Source: an optimization exercise on an open RTL-to-GDS flow (aim: small area, a short achievable clock period and few clock cycles per item). Production flows keep margins and buffers that such runs may drop.

==> inputs of wip/delta <==
// rsfv_top
module rsfv_top (
   input  logic        clock,
   input  logic        reset,
   input  logic        csr_we,
   input  logic [1:0]  csr_index,
   input  logic [7:0]  csr_wdata,
   input  logic        req_valid,
   output logic        req_stall,
   input  logic [1:0]  req_func,
   input  logic [63:0] req_fresh_a,
   input  logic [63:0] req_fresh_b,
   input  logic [63:0] req_fresh_c,
   input  logic        req_use_sequence,
   input  logic [63:0] req_accepted_seq,
   input  logic [63:0] req_value_a,
   input  logic [63:0] req_value_b,
   input  logic [63:0] req_value_c,
   input  logic        req_is_signed,
   output logic        rsp_valid,
   input  logic        rsp_stall,
   output logic [2:0]  rsp_connected_mask,
   output logic        rsp_any_connected,
   output logic [63:0] rsp_result_value,
   output logic        rsp_value_written,
   output logic        rsp_b_c_agree
);
   logic [1:0]  src_cnt_ff;
   logic [7:0]  stale_ff;
   logic        ds_ff;
   logic [63:0] last_ff [0:2];
   logic [2:0]  seen_ff;
   logic [7:0]  age_ff  [0:2];
   logic [2:0]  mask_ff;
   logic        bc_ff;
   logic        ov_ff;
   logic [2:0]  o_mask_ff;
   logic        o_bc_ff;
   logic        o_wr_ff;
   logic [63:0] o_val_ff;
   logic        load;
   logic        accept;
   logic        is_tick;
   logic        is_cmp;
   logic        is_comb;
   rsfv_and2  u_stall (.a(ov_ff), .b(rsp_stall), .y(req_stall));
   rsfv_nand2 u_load  (.a(ov_ff), .b(rsp_stall), .y(load));
   assign accept  = req_valid & load;
   assign is_tick = req_func == 2'd0;
   assign is_cmp  = req_func == 2'd1;
   assign is_comb = req_func == 2'd2;
   logic [63:0] fresh [0:2];
   logic [2:0]  ne_seq;
   logic [2:0]  ne_last;
   logic [2:0]  zero;
   logic [2:0]  in_range;
   logic [2:0]  valid_f;
   logic [2:0]  updated;
   logic [2:0]  take;
   logic [2:0]  age_inc;
   logic [2:0]  live_upd;
   logic [2:0]  live_keep;
   logic [2:0]  mask_in;
   logic        bc_in;
   logic        ne_bc;
   assign fresh[0] = req_fresh_a;
   assign fresh[1] = req_fresh_b;
  ...
clock: 6.0 ns
lec_check: 0
cap_margin: 20
core_margin: 2
core_utilization: 40
cts_buf_list: sky130_fd_sc_hd__clkbuf_4 sky130_fd_sc_hd__clkbuf_8
setup_slack_margin: 3.5
slew_margin: 20
synth_hierarchical: 1
synth_minimum_keep_size: 0
tns_end_percent: 5
standard.sh (not shown) runs the stock make flow with config.mk's settings and CLKGATE_MAP_FILE= SYNTH_SCRIPT=/design/flow/synth_recipe.tcl, a recipe that flattens the netlist after the stock synthesis.
==> flow/flow/run.sh <==
#!/bin/bash
# Standard layout, with the port buffers made of buf_1 cells.
export BUFFER_PORTS_ARGS="-buffer_cell sky130_fd_sc_hd__buf_1"
bash standard.sh > standard.log 2>&1
==> wip/tundra: changes against wip/delta <==
--- a/flow/design.v
+++ b/flow/design.v
@@ -66,10 +66,13 @@
    assign y = ~(a & b & c & d);
 endmodule
 module rsfv_nor2 (input logic a, input logic b, output logic y);
    assign y = ~(a | b);
 endmodule
+module rsfv_and3 (input logic a, input logic b, input logic c, output logic y);
+   assign y = a & b & c;
+endmodule
 module rsfv_and2 (input logic a, input logic b, output logic y);
    assign y = a & b;
 endmodule
 module rsfv_xor2 (input logic a, input logic b, output logic y);
    assign y = a ^ b;
@@ -95,10 +98,19 @@
 endmodule
 module rsfv_a31oi (input logic a1, input logic a2, input logic a3, input logic b1,
                    output logic y);
    assign y = ~((a1 & a2 & a3) | b1);
 endmodule
+module rsfv_gp2 (
+   input  logic [1:0] a,
+   input  logic [1:0] b,
+   output logic       ng,
+   output logic       np
+);
+   assign ng = ~((~a[1] & b[1]) | ((~a[1] | b[1]) & ~a[0] & b[0]));
+   assign np = ~((~a[1] | b[1]) & (~a[0] | b[0]));
+endmodule
 module rsfv_gp_top (
    input  logic [1:0] a,
    input  logic [1:0] b,
    input  logic       sgn,
    output logic       ng,
@@ -115,30 +127,18 @@
    input  logic [63:0] a,
    input  logic [63:0] b,
    input  logic        sgn,
    output logic        lt
 );
-   logic [61:0] g0, p0;
    logic [31:0] g1, p1;
    logic [15:0] g2, p2;
    logic [7:0]  g3, p3;
    logic [3:0]  g4, p4;
    logic [1:0]  g5, p5;
-   for (genvar i = 0; i < 62; i++) begin : gl0
-      rsfv_nor2b  u_g (.a(a[i]), .b_n(b[i]), .y(g0[i]));
-      if (i > 0) begin : gp
-         rsfv_nand2b u_p (.a_n(b[i]), .b(a[i]), .y(p0[i]));
-      end
-   end
-   assign p0[0] = 1'b0;
    for (genvar i = 0; i < 31; i++) begin : gl1
-      rsfv_a21oi u_g (.a1(p0[2*i+1]), .a2(g0[2*i]), .b1(g0[2*i+1]), .y(g1[i]));
-      if (i > 0) begin : gp
-         rsfv_nand2 u_p (.a(p0[2*i+1]), .b(p0[2*i]), .y(p1[i]));
-      end
+      rsfv_gp2 u_gp (.a(a[2*i+1:2*i]), .b(b[2*i+1:2*i]), .ng(g1[i]), .np(p1[i]));
    end
-   assign p1[0] = 1'b1;
    rsfv_gp_top u_top (.a(a[63:62]), .b(b[63:62]), .sgn(sgn), .ng(g1[31]), .np(p1[31]));
    for (genvar i = 0; i < 16; i++) begin : gl2
       rsfv_o21ai u_g (.a1(p1[2*i+1]), .a2(g1[2*i]), .b1(g1[2*i+1]), .y(g2[i]));
       if (i > 0) begin : gp
          rsfv_nor2 u_p (.a(p1[2*i+1]), .b(p1[2*i]), .y(p2[i]));
@@ -169,11 +169,12 @@
    rsfv_o21ai u_g6 (.a1(p5[1]), .a2(g5[0]), .b1(g5[1]), .y(lt));
 endmodule
 module rsfv_ne64 (
    input  logic [63:0] a,
    input  logic [63:0] b,
-   output logic        ne
+   output logic        ne,
+   output logic        eq
 );
    logic [63:0] e0;
    logic [15:0] n1;
    logic [7:0]  e2;
    logic [3:0]  n3;
@@ -192,10 +193,11 @@
    end
    for (genvar i = 0; i < 2; i++) begin : g4
       rsfv_nor2 u_n (.a(n3[2*i]), .b(n3[2*i+1]), .y(e4[i]));
    end
    rsfv_nand2 u_top (.a(e4[0]), .b(e4[1]), .y(ne));
+   rsfv_and2  u_eq  (.a(e4[0]), .b(e4[1]), .y(eq));
 endmodule
 module rsfv_z63 (
    input  logic [62:0] a,
    output logic        z
 );
@@ -253,10 +255,11 @@
    logic [7:0]  age_ff  [0:2];
    logic [2:0]  mask_ff;
    logic        bc_ff;
    logic        ov_ff;
    logic [2:0]  o_mask_ff;
+   logic        o_any_ff;
    logic        o_bc_ff;
    logic        o_wr_ff;
    logic [63:0] o_val_ff;
    logic        load;
    logic        accept;
@@ -269,46 +272,80 @@
    assign is_tick = req_func == 2'd0;
    assign is_cmp  = req_func == 2'd1;
    assign is_comb = req_func == 2'd2;
    logic [63:0] fresh [0:2];
    logic [2:0]  ne_seq;
+   logic [2:0]  eq_seq;
    logic [2:0]  ne_last;
+   logic [2:0]  eq_last_unused;
    logic [2:0]  zero;
    logic [2:0]  in_range;
    logic [2:0]  valid_f;
+   logic [2:0]  t_seq;
+   logic [2:0]  t_last;
+   logic [2:0]  t_new;
+   logic [2:0]  e_take;
+   logic [2:0]  n_seq;
+   logic [2:0]  n_upd_seq;
+   logic [2:0]  n_upd_last;
    logic [2:0]  updated;
+   logic [2:0]  n_updated;
    logic [2:0]  take;
    logic [2:0]  age_inc;
    logic [2:0]  live_upd;
    logic [2:0]  live_keep;
+   logic [2:0]  r_upd;
+   logic [2:0]  r_keep;
+   logic [2:0]  n_r1;
+   logic [2:0]  n_r0;
+   logic [2:0]  rsp_mask;
+   logic [2:0]  s_upd;
+   logic [2:0]  s_keep;
+   logic [2:0]  n_s1;
+   logic [2:0]  n_s0;
    logic [2:0]  mask_in;
    logic        bc_in;
    logic        ne_bc;
+   logic        eq_bc_unused;
    assign fresh[0] = req_fresh_a;
    assign fresh[1] = req_fresh_b;
    assign fresh[2] = req_fresh_c;
-   for (genvar i = 0; i < 3; i++) begin : g_src
-      rsfv_ne64 u_seq  (.a(fresh[i]), .b(req_accepted_seq), .ne(ne_seq[i]));
-      rsfv_ne64 u_last (.a(fresh[i]), .b(last_ff[i]), .ne(ne_last[i]));
-      rsfv_z63  u_zero (.a(fresh[i][62:0]), .z(zero[i]));
-   end
-   rsfv_ne64 u_bc (.a(req_value_b), .b(req_value_c), .ne(ne_bc));
+   rsfv_ne64 u_bc (.a(req_value_b), .b(req_value_c), .ne(ne_bc), .eq(eq_bc_unused));
    always_comb begin
       for (int i = 0; i < 3; i++) begin
          in_range[i] = 2'(i) < src_cnt_ff;
          valid_f[i]  = in_range[i] & ~zero[i];
-         updated[i]  = valid_f[i] & (req_use_sequence ? ~ne_seq[i]
-                                                      : ne_last[i] | ~seen_ff[i]);
-         take[i]     = accept & is_tick & valid_f[i] & (~req_use_sequence | ~ne_seq[i]);
+         t_seq[i]    = valid_f[i] & req_use_sequence;
+         t_last[i]   = valid_f[i] & ~req_use_sequence;
+         t_new[i]    = valid_f[i] & ~req_use_sequence & ~seen_ff[i];
+         e_take[i]   = accept & is_tick & valid_f[i];
          age_inc[i]  = age_ff[i] < stale_ff;
          live_upd[i]  = in_range[i] && stale_ff != 8'd0;
          live_keep[i] = in_range[i] && (age_inc[i] ? (age_ff[i] + 8'd1) < stale_ff : 1'b0);
-         mask_in[i]   = updated[i] ? live_upd[i] : live_keep[i];
+         r_upd[i]     = is_tick ? live_upd[i] : mask_ff[i];
+         r_keep[i]    = is_tick ? live_keep[i] : mask_ff[i];
       end
       bc_in = is_tick ? 1'b1 :
               is_cmp  ? bc_ff & ~ne_bc : bc_ff;
    end
+   for (genvar i = 0; i < 3; i++) begin : g_src
+      rsfv_ne64 u_seq  (.a(fresh[i]), .b(req_accepted_seq), .ne(ne_seq[i]), .eq(eq_seq[i]));
+      rsfv_ne64 u_last (.a(fresh[i]), .b(last_ff[i]), .ne(ne_last[i]), .eq(eq_last_unused[i]));
+      rsfv_z63  u_zero (.a(fresh[i][62:0]), .z(zero[i]));
+      rsfv_nand2 u_us (.a(t_seq[i]), .b(eq_seq[i]), .y(n_upd_seq[i]));
+      rsfv_nand2 u_ul (.a(t_last[i]), .b(ne_last[i]), .y(n_upd_last[i]));
+      rsfv_nand3 u_up (.a(n_upd_seq[i]), .b(n_upd_last[i]), .c(~t_new[i]), .y(updated[i]));
+      rsfv_and3  u_nu (.a(n_upd_seq[i]), .b(n_upd_last[i]), .c(~t_new[i]), .y(n_updated[i]));
+      rsfv_nand2 u_ns (.a(req_use_sequence), .b(ne_seq[i]), .y(n_seq[i]));
+      rsfv_and2  u_tk (.a(e_take[i]), .b(n_seq[i]), .y(take[i]));
+      rsfv_nand2 u_r1 (.a(updated[i]), .b(r_upd[i]), .y(n_r1[i]));
+      rsfv_nand2 u_r0 (.a(n_updated[i]), .b(r_keep[i]), .y(n_r0[i]));
+      rsfv_nand2 u_r  (.a(n_r1[i]), .b(n_r0[i]), .y(rsp_mask[i]));
+      rsfv_nand2 u_s1 (.a(updated[i]), .b(live_upd[i]), .y(n_s1[i]));
+      rsfv_nand2 u_s0 (.a(n_updated[i]), .b(live_keep[i]), .y(n_s0[i]));
+      rsfv_nand2 u_s  (.a(n_s1[i]), .b(n_s0[i]), .y(mask_in[i]));
+   end
    always_ff @(posedge clock) begin
       if (reset) begin
          src_cnt_ff <= 2'd3;
          stale_ff   <= 8'd1;
          ds_ff      <= 1'b0;
@@ -418,18 +455,19 @@
       else if (load)
          ov_ff <= req_valid;
    end
    always_ff @(posedge clock) begin
       if (load) begin
-         o_mask_ff <= is_tick ? mask_in : mask_ff;
+         o_mask_ff <= rsp_mask;
+         o_any_ff  <= |rsp_mask;
          o_bc_ff   <= bc_in;
          o_wr_ff   <= wr_in;
          o_val_ff  <= val_in;
       end
    end
    assign rsp_valid          = ov_ff;
    assign rsp_connected_mask = o_mask_ff;
-   assign rsp_any_connected  = |o_mask_ff;
+   assign rsp_any_connected  = o_any_ff;
    assign rsp_b_c_agree      = o_bc_ff;
    assign rsp_value_written  = o_wr_ff;
    assign rsp_result_value   = o_val_ff;
 endmodule
==> flow/flow/run.sh (replaced) <==
#!/bin/bash
export BUFFER_PORTS_ARGS="-buffer_cell sky130_fd_sc_hd__buf_1"
bash standard.sh cts > standard_cts.log 2>&1 || exit 1
bash standard.sh SETUP_SLACK_MARGIN=0 > standard.log 2>&1
==> wip/zinc: changes against wip/delta <==
--- a/flow/design.v
+++ b/flow/design.v
@@ -66,10 +66,13 @@
    assign y = ~(a & b & c & d);
 endmodule
 module rsfv_nor2 (input logic a, input logic b, output logic y);
    assign y = ~(a | b);
 endmodule
+module rsfv_and3 (input logic a, input logic b, input logic c, output logic y);
+   assign y = a & b & c;
+endmodule
 module rsfv_and2 (input logic a, input logic b, output logic y);
    assign y = a & b;
 endmodule
 module rsfv_xor2 (input logic a, input logic b, output logic y);
    assign y = a ^ b;
@@ -95,10 +98,19 @@
 endmodule
 module rsfv_a31oi (input logic a1, input logic a2, input logic a3, input logic b1,
                    output logic y);
    assign y = ~((a1 & a2 & a3) | b1);
 endmodule
+module rsfv_gp2 (
+   input  logic [1:0] a,
+   input  logic [1:0] b,
+   output logic       ng,
+   output logic       np
+);
+   assign ng = ~((~a[1] & b[1]) | ((~a[1] | b[1]) & ~a[0] & b[0]));
+   assign np = ~((~a[1] | b[1]) & (~a[0] | b[0]));
+endmodule
 module rsfv_gp_top (
    input  logic [1:0] a,
    input  logic [1:0] b,
    input  logic       sgn,
    output logic       ng,
@@ -115,30 +127,18 @@
    input  logic [63:0] a,
    input  logic [63:0] b,
    input  logic        sgn,
    output logic        lt
 );
-   logic [61:0] g0, p0;
    logic [31:0] g1, p1;
    logic [15:0] g2, p2;
    logic [7:0]  g3, p3;
    logic [3:0]  g4, p4;
    logic [1:0]  g5, p5;
-   for (genvar i = 0; i < 62; i++) begin : gl0
-      rsfv_nor2b  u_g (.a(a[i]), .b_n(b[i]), .y(g0[i]));
-      if (i > 0) begin : gp
-         rsfv_nand2b u_p (.a_n(b[i]), .b(a[i]), .y(p0[i]));
-      end
-   end
-   assign p0[0] = 1'b0;
    for (genvar i = 0; i < 31; i++) begin : gl1
-      rsfv_a21oi u_g (.a1(p0[2*i+1]), .a2(g0[2*i]), .b1(g0[2*i+1]), .y(g1[i]));
-      if (i > 0) begin : gp
-         rsfv_nand2 u_p (.a(p0[2*i+1]), .b(p0[2*i]), .y(p1[i]));
-      end
+      rsfv_gp2 u_gp (.a(a[2*i+1:2*i]), .b(b[2*i+1:2*i]), .ng(g1[i]), .np(p1[i]));
    end
-   assign p1[0] = 1'b1;
    rsfv_gp_top u_top (.a(a[63:62]), .b(b[63:62]), .sgn(sgn), .ng(g1[31]), .np(p1[31]));
    for (genvar i = 0; i < 16; i++) begin : gl2
       rsfv_o21ai u_g (.a1(p1[2*i+1]), .a2(g1[2*i]), .b1(g1[2*i+1]), .y(g2[i]));
       if (i > 0) begin : gp
          rsfv_nor2 u_p (.a(p1[2*i+1]), .b(p1[2*i]), .y(p2[i]));
@@ -169,11 +169,12 @@
    rsfv_o21ai u_g6 (.a1(p5[1]), .a2(g5[0]), .b1(g5[1]), .y(lt));
 endmodule
 module rsfv_ne64 (
    input  logic [63:0] a,
    input  logic [63:0] b,
-   output logic        ne
+   output logic        ne,
+   output logic        eq
 );
    logic [63:0] e0;
    logic [15:0] n1;
    logic [7:0]  e2;
    logic [3:0]  n3;
@@ -192,10 +193,11 @@
    end
    for (genvar i = 0; i < 2; i++) begin : g4
       rsfv_nor2 u_n (.a(n3[2*i]), .b(n3[2*i+1]), .y(e4[i]));
    end
    rsfv_nand2 u_top (.a(e4[0]), .b(e4[1]), .y(ne));
+   rsfv_and2  u_eq  (.a(e4[0]), .b(e4[1]), .y(eq));
 endmodule
 module rsfv_z63 (
    input  logic [62:0] a,
    output logic        z
 );
@@ -253,10 +255,11 @@
    logic [7:0]  age_ff  [0:2];
    logic [2:0]  mask_ff;
    logic        bc_ff;
    logic        ov_ff;
    logic [2:0]  o_mask_ff;
+   logic        o_any_ff;
    logic        o_bc_ff;
    logic        o_wr_ff;
    logic [63:0] o_val_ff;
    logic        load;
    logic        accept;
@@ -269,46 +272,80 @@
    assign is_tick = req_func == 2'd0;
    assign is_cmp  = req_func == 2'd1;
    assign is_comb = req_func == 2'd2;
    logic [63:0] fresh [0:2];
    logic [2:0]  ne_seq;
+   logic [2:0]  eq_seq;
    logic [2:0]  ne_last;
+   logic [2:0]  eq_last_unused;
    logic [2:0]  zero;
    logic [2:0]  in_range;
    logic [2:0]  valid_f;
+   logic [2:0]  t_seq;
+   logic [2:0]  t_last;
+   logic [2:0]  t_new;
+   logic [2:0]  e_take;
+   logic [2:0]  n_seq;
+   logic [2:0]  n_upd_seq;
+   logic [2:0]  n_upd_last;
    logic [2:0]  updated;
+   logic [2:0]  n_updated;
    logic [2:0]  take;
    logic [2:0]  age_inc;
    logic [2:0]  live_upd;
    logic [2:0]  live_keep;
+   logic [2:0]  r_upd;
+   logic [2:0]  r_keep;
+   logic [2:0]  n_r1;
+   logic [2:0]  n_r0;
+   logic [2:0]  rsp_mask;
+   logic [2:0]  s_upd;
+   logic [2:0]  s_keep;
+   logic [2:0]  n_s1;
+   logic [2:0]  n_s0;
    logic [2:0]  mask_in;
    logic        bc_in;
    logic        ne_bc;
+   logic        eq_bc_unused;
    assign fresh[0] = req_fresh_a;
    assign fresh[1] = req_fresh_b;
    assign fresh[2] = req_fresh_c;
-   for (genvar i = 0; i < 3; i++) begin : g_src
-      rsfv_ne64 u_seq  (.a(fresh[i]), .b(req_accepted_seq), .ne(ne_seq[i]));
-      rsfv_ne64 u_last (.a(fresh[i]), .b(last_ff[i]), .ne(ne_last[i]));
-      rsfv_z63  u_zero (.a(fresh[i][62:0]), .z(zero[i]));
-   end
-   rsfv_ne64 u_bc (.a(req_value_b), .b(req_value_c), .ne(ne_bc));
+   rsfv_ne64 u_bc (.a(req_value_b), .b(req_value_c), .ne(ne_bc), .eq(eq_bc_unused));
    always_comb begin
       for (int i = 0; i < 3; i++) begin
          in_range[i] = 2'(i) < src_cnt_ff;
          valid_f[i]  = in_range[i] & ~zero[i];
-         updated[i]  = valid_f[i] & (req_use_sequence ? ~ne_seq[i]
-                                                      : ne_last[i] | ~seen_ff[i]);
-         take[i]     = accept & is_tick & valid_f[i] & (~req_use_sequence | ~ne_seq[i]);
+         t_seq[i]    = valid_f[i] & req_use_sequence;
+         t_last[i]   = valid_f[i] & ~req_use_sequence;
+         t_new[i]    = valid_f[i] & ~req_use_sequence & ~seen_ff[i];
+         e_take[i]   = accept & is_tick & valid_f[i];
          age_inc[i]  = age_ff[i] < stale_ff;
          live_upd[i]  = in_range[i] && stale_ff != 8'd0;
          live_keep[i] = in_range[i] && (age_inc[i] ? (age_ff[i] + 8'd1) < stale_ff : 1'b0);
-         mask_in[i]   = updated[i] ? live_upd[i] : live_keep[i];
+         r_upd[i]     = is_tick ? live_upd[i] : mask_ff[i];
+         r_keep[i]    = is_tick ? live_keep[i] : mask_ff[i];
       end
       bc_in = is_tick ? 1'b1 :
               is_cmp  ? bc_ff & ~ne_bc : bc_ff;
    end
+   for (genvar i = 0; i < 3; i++) begin : g_src
+      rsfv_ne64 u_seq  (.a(fresh[i]), .b(req_accepted_seq), .ne(ne_seq[i]), .eq(eq_seq[i]));
+      rsfv_ne64 u_last (.a(fresh[i]), .b(last_ff[i]), .ne(ne_last[i]), .eq(eq_last_unused[i]));
+      rsfv_z63  u_zero (.a(fresh[i][62:0]), .z(zero[i]));
+      rsfv_nand2 u_us (.a(t_seq[i]), .b(eq_seq[i]), .y(n_upd_seq[i]));
+      rsfv_nand2 u_ul (.a(t_last[i]), .b(ne_last[i]), .y(n_upd_last[i]));
+      rsfv_nand3 u_up (.a(n_upd_seq[i]), .b(n_upd_last[i]), .c(~t_new[i]), .y(updated[i]));
+      rsfv_and3  u_nu (.a(n_upd_seq[i]), .b(n_upd_last[i]), .c(~t_new[i]), .y(n_updated[i]));
+      rsfv_nand2 u_ns (.a(req_use_sequence), .b(ne_seq[i]), .y(n_seq[i]));
+      rsfv_and2  u_tk (.a(e_take[i]), .b(n_seq[i]), .y(take[i]));
+      rsfv_nand2 u_r1 (.a(updated[i]), .b(r_upd[i]), .y(n_r1[i]));
+      rsfv_nand2 u_r0 (.a(n_updated[i]), .b(r_keep[i]), .y(n_r0[i]));
+      rsfv_nand2 u_r  (.a(n_r1[i]), .b(n_r0[i]), .y(rsp_mask[i]));
+      rsfv_nand2 u_s1 (.a(updated[i]), .b(live_upd[i]), .y(n_s1[i]));
+      rsfv_nand2 u_s0 (.a(n_updated[i]), .b(live_keep[i]), .y(n_s0[i]));
+      rsfv_nand2 u_s  (.a(n_s1[i]), .b(n_s0[i]), .y(mask_in[i]));
+   end
    always_ff @(posedge clock) begin
       if (reset) begin
          src_cnt_ff <= 2'd3;
          stale_ff   <= 8'd1;
          ds_ff      <= 1'b0;
@@ -418,18 +455,19 @@
       else if (load)
          ov_ff <= req_valid;
    end
    always_ff @(posedge clock) begin
       if (load) begin
-         o_mask_ff <= is_tick ? mask_in : mask_ff;
+         o_mask_ff <= rsp_mask;
+         o_any_ff  <= |rsp_mask;
          o_bc_ff   <= bc_in;
          o_wr_ff   <= wr_in;
          o_val_ff  <= val_in;
       end
    end
    assign rsp_valid          = ov_ff;
    assign rsp_connected_mask = o_mask_ff;
-   assign rsp_any_connected  = |o_mask_ff;
+   assign rsp_any_connected  = o_any_ff;
    assign rsp_b_c_agree      = o_bc_ff;
    assign rsp_value_written  = o_wr_ff;
    assign rsp_result_value   = o_val_ff;
 endmodule
==> flow/flow/run.sh (replaced) <==
#!/bin/bash
# Standard layout, with the port buffers made of buf_1 cells, and no second
# timing repair after global routing (the one after clock tree synthesis
# stays).
export BUFFER_PORTS_ARGS="-buffer_cell sky130_fd_sc_hd__buf_1"
bash standard.sh SKIP_INCREMENTAL_REPAIR=1 > standard.log 2>&1
==> reports/qor.json <==
{
  "result_of_the_run": {"value": "no timing/DRC/antenna violations"},
  "post-dp-hpwl": {"value": 58220, "unit": "um"},
  "cp_max_fo": {"value": 8},
  "inverters_excl_clock": {"value": 223},
  "die_span_x": {"value": 241.0, "unit": "um"},
  "min_period_over_period": {"value": 53.67, "unit": "%"},
  "final_nets": {"value": 3572},
  "cp.depth": {"value": 14}
}
# the run above: wip/zinc

==> reports/qor.json <==
{
  "result_of_the_run": {"value": "no timing/DRC/antenna violations"},
  "min_period_over_period": {"value": 53.67, "unit": "%"},
  "post-dp-hpwl": {"value": 58220, "unit": "um"},
  "dp_cells": {"value": 3724},
  "final_nets": {"value": 3572},
  "core_region_area": {"value": 55310, "unit": "um2"},
  "clock_path_buffers": {"value": 3},
  "die_span_x": {"value": 241.0, "unit": "um"},
  "grt_start_max_net_pins": {"value": 75},
  "cp_max_fo": {"value": 8},
  "cp.depth": {"value": 14},
  "drive_above_1_share": {"value": 15.94, "unit": "%"}
}
# the run above: wip/tundra

==> reports/qor.json <==
{
  "result_of_the_run": {"value": "no timing/DRC/antenna violations"},
  "worst_hold_endpoint": {"value": "seen_ff[0]$_SDFFE_PP0P_"},
  "min_period_over_period": {"value": 51.74, "unit": "%"},
  "final_nets": {"value": 3648},
  "inverters_excl_clock": {"value": 39},
  "post-dp-hpwl": {"value": 59500, "unit": "um"},
  "die_span_x": {"value": 248.1, "unit": "um"},
  "cp_max_fo": {"value": 11}
}
# the run above: wip/delta

Function was not checked in any run of this note: the RTL went through the layout flow alone.

-- re-timing with driven ports --
How much do the figures lean on ideal ports? The routed layouts below were timed once more, with nothing changed but the port constraints.
Step 1 assumes that a clkbuf_16 drives the clock port and a buf_2 every other input.
Step 2 times the ports against the registers' clock, not the clock port: input delays grow and output delays shrink by t, the midpoint of the rising clock arrivals with the driver on.
a / b / c = ideal / step 1 / step 2; a / b = the first two.
run	t (ns)	slack for setup (ns)	clock arrival spread, ns
wip/delta	0.737	2.896 / 2.883 / 2.146	0.053 / 0.052
wip/tundra	0.712	2.780 / 2.719 / 2.007	0.036 / 0.036
wip/zinc	0.712	2.780 / 2.719 / 2.007	0.036 / 0.036
After both steps every run listed still meets setup and hold.
